Context: an optimization exercise on an open-source flow, tuned for a short achievable clock period and few clock cycles. The choices shown serve that exercise and are no tape-out recipe. RTL that was checked went through simulation tests only; none was proved equivalent to the original.

## the previous run
==> module mul_acc_stream, before the edit <==
module mul_acc_stream #(
  parameter int ACC_W = 72,
  parameter int CNT_W = 16
) (
  input  logic             clk,
  input  logic             rst,
  input  logic             clear,
  input  logic             in_valid,
  output logic             in_ready,
  input  logic [31:0]      in_a,
  input  logic [31:0]      in_b,
  input  logic             in_last,
  output logic             out_valid,
  input  logic             out_ready,
  output logic [ACC_W-1:0] out_acc,
  output logic [CNT_W-1:0] out_count,
  output logic             out_overflow
);
  localparam int R = 2;
  logic             in_ready_q;
  logic             acc_live_q;     
  logic             e0_v_q;         
  logic             e1_v_q;         
  logic [CNT_W-1:0] cnt_q;          
  logic             ovf_q;          
  logic [R-1:0][ACC_W-1:0] acc_q;
  logic [R-1:0][ACC_W-1:0] e0_q;
  logic [R-1:0][ACC_W-1:0] e1_q;
  logic [CNT_W-1:0] e0_cnt_q, e1_cnt_q;
  logic             e0_ovf_q, e1_ovf_q;
  logic             accept_s, last_s, take_s;
  logic [32+R-1:0][ACC_W-1:0] tree_in;
  logic [R-1:0][ACC_W-1:0] tree_out;
  logic             tree_drop;
  logic             new_ovf;
  logic [CNT_W-1:0] new_cnt;
  assign accept_s = in_valid && in_ready_q;
  assign last_s   = accept_s && in_last;
  assign take_s   = e0_v_q && out_ready;
  for (genvar i = 0; i < 32; i++) begin : g_pp
    assign tree_in[i] = in_b[i] ? (ACC_W'(in_a) << i) : '0;
  end
  for (genvar r = 0; r < R; r++) begin : g_accin
    assign tree_in[32+r] = acc_live_q ? acc_q[r] : '0;
  end
  csa_reduce #(.W(ACC_W), .NI(32+R), .NO(R)) u_tree (
    .rows_i (tree_in),
    .rows_o (tree_out),
    .drop_o (tree_drop)
  );
  assign new_ovf = (acc_live_q && ovf_q) || tree_drop;
  assign new_cnt = !acc_live_q ? CNT_W'(1) :
                   (&cnt_q) ? cnt_q : cnt_q + CNT_W'(1);
  always_ff @(posedge clk or posedge rst) begin
    if (rst) begin
      in_ready_q <= 1'b1;
      acc_live_q <= 1'b0;
      e0_v_q     <= 1'b0;
      e1_v_q     <= 1'b0;
      cnt_q      <= '0;
      ovf_q      <= 1'b0;
    end else if (clear) begin
      in_ready_q <= 1'b1;
      acc_live_q <= 1'b0;
      e0_v_q     <= 1'b0;
      e1_v_q     <= 1'b0;
      cnt_q      <= '0;
      ovf_q      <= 1'b0;
    end else begin
      if (accept_s) begin
        acc_live_q <= !in_last;
        cnt_q      <= new_cnt;
        ovf_q      <= new_ovf;
      end
      if (take_s) begin
        e0_v_q <= e1_v_q || last_s;
        e1_v_q <= 1'b0;
        in_ready_q <= 1'b1;
      end else if (last_s) begin
        e0_v_q <= 1'b1;
        e1_v_q <= e0_v_q;
        in_ready_q <= !e0_v_q;
      end
    end
  end
  always_ff @(posedge clk) begin
    if (accept_s) begin
      for (int r = 0; r < R; r++) acc_q[r] <= tree_out[r];
    end
    if (take_s && e1_v_q) begin
      for (int r = 0; r < R; r++) e0_q[r] <= e1_q[r];
      e0_cnt_q <= e1_cnt_q;
      e0_ovf_q <= e1_ovf_q;
    end else if (last_s && (!e0_v_q || take_s)) begin
      for (int r = 0; r < R; r++) e0_q[r] <= tree_out[r];
      e0_cnt_q <= new_cnt;
      e0_ovf_q <= new_ovf;
    end
    if (last_s && e0_v_q && !take_s) begin
      for (int r = 0; r < R; r++) e1_q[r] <= tree_out[r];
      e1_cnt_q <= new_cnt;
      e1_ovf_q <= new_ovf;
    end
  end
  logic [1:0][ACC_W-1:0] fin;
  logic             fin_drop;
  logic [ACC_W:0]   fin_sum;
  csa_reduce #(.W(ACC_W), .NI(R), .NO(2)) u_fin (
    .rows_i (e0_q),
    .rows_o (fin),
    .drop_o (fin_drop)
  );
  assign fin_sum      = {1'b0, fin[0]} + {1'b0, fin[1]};
  assign in_ready     = in_ready_q;
  assign out_valid    = e0_v_q;
  assign out_acc      = fin_sum[ACC_W-1:0];
  assign out_count    = e0_cnt_q;
  assign out_overflow = e0_ovf_q || fin_drop || fin_sum[ACC_W];
endmodule
clock: 8.0 ns
lec_check: 0
cap_margin: 20
core_margin: 2
core_utilization: 45
place_density: 0.6
slew_margin: 20
run.sh (not shown) runs the stock make flow with config.mk's settings and CLKGATE_MAP_FILE= SYNTH_SCRIPT=/design/flow/synth_recipe.tcl, a recipe that flattens the netlist after the stock synthesis.
Input changes introduced in the current run (baseline for comparison: the previous run):
diff --git a/flow/design.v b/flow/design.v
--- a/flow/design.v
+++ b/flow/design.v
@@ -91,9 +91,9 @@
   output logic [ACC_W-1:0] out_acc,
   output logic [CNT_W-1:0] out_count,
   output logic             out_overflow
 );
-  localparam int R = 2;
+  localparam int R = 4;
   logic             in_ready_q;
   logic             acc_live_q;     
   logic             e0_v_q;         
   logic             e1_v_q;         
--- outcome ---
The current run did not stop at any stage, and its layout met the timing, design-rule and antenna checks. The current run: delay of the slowest cell on the worst path 80 ps below the previous run. Delta (the current run minus the previous run): clock latency on the worst-skew pair grew by 140 ps, end-of-flow core utilization decreased 0.34 points. Summary of the current run over the previous run: buffer count excluding the clock tree in the final layout now smaller; total wire length after detailed routing now sits higher.
Testbench counts of the current run, summed over its fixed seeds: cycles 3,215.
For the previous run, only the layout was checked, not whether the RTL still works.

-- port drivers added, routing unchanged --
In the flow no input, the clock included, has a driving cell. The finished layouts below were timed again as built, in two steps.
Step 1 (the two cells are an assumption about what drives the block):
set clk [get_ports {clk}]
set_driving_cell -lib_cell sky130_fd_sc_hd__clkbuf_16 $clk
set_driving_cell -lib_cell sky130_fd_sc_hd__buf_2 [delete_from_list [all_inputs] $clk]
Step 2 times the ports against the registers' clock, not the clock port: input delays grow and output delays shrink by t, the midpoint of the rising clock arrivals with the driver on.
a / b / c = ideal / step 1 / step 2; a / b = the first two.
| run | shift t [ns] | slack for setup (ns) | worst setup path at the end | worst data-port slew with drivers (ns) | pins driven straight from the clock port |
|---|---|---|---|---|---|
| the previous run | 0.657 | 0.896 / 0.848 / 0.281 | input to register | 0.08 | 1 |
| the current run | 0.792 | 0.462 / 0.373 / 0.986 | input to register | 0.12 | 1 |
After both steps setup and hold are still met in every run listed. For the previous run, which loses most, drivers alone change the setup slack by -0.048 ns; drivers and shift together by -0.615 ns.
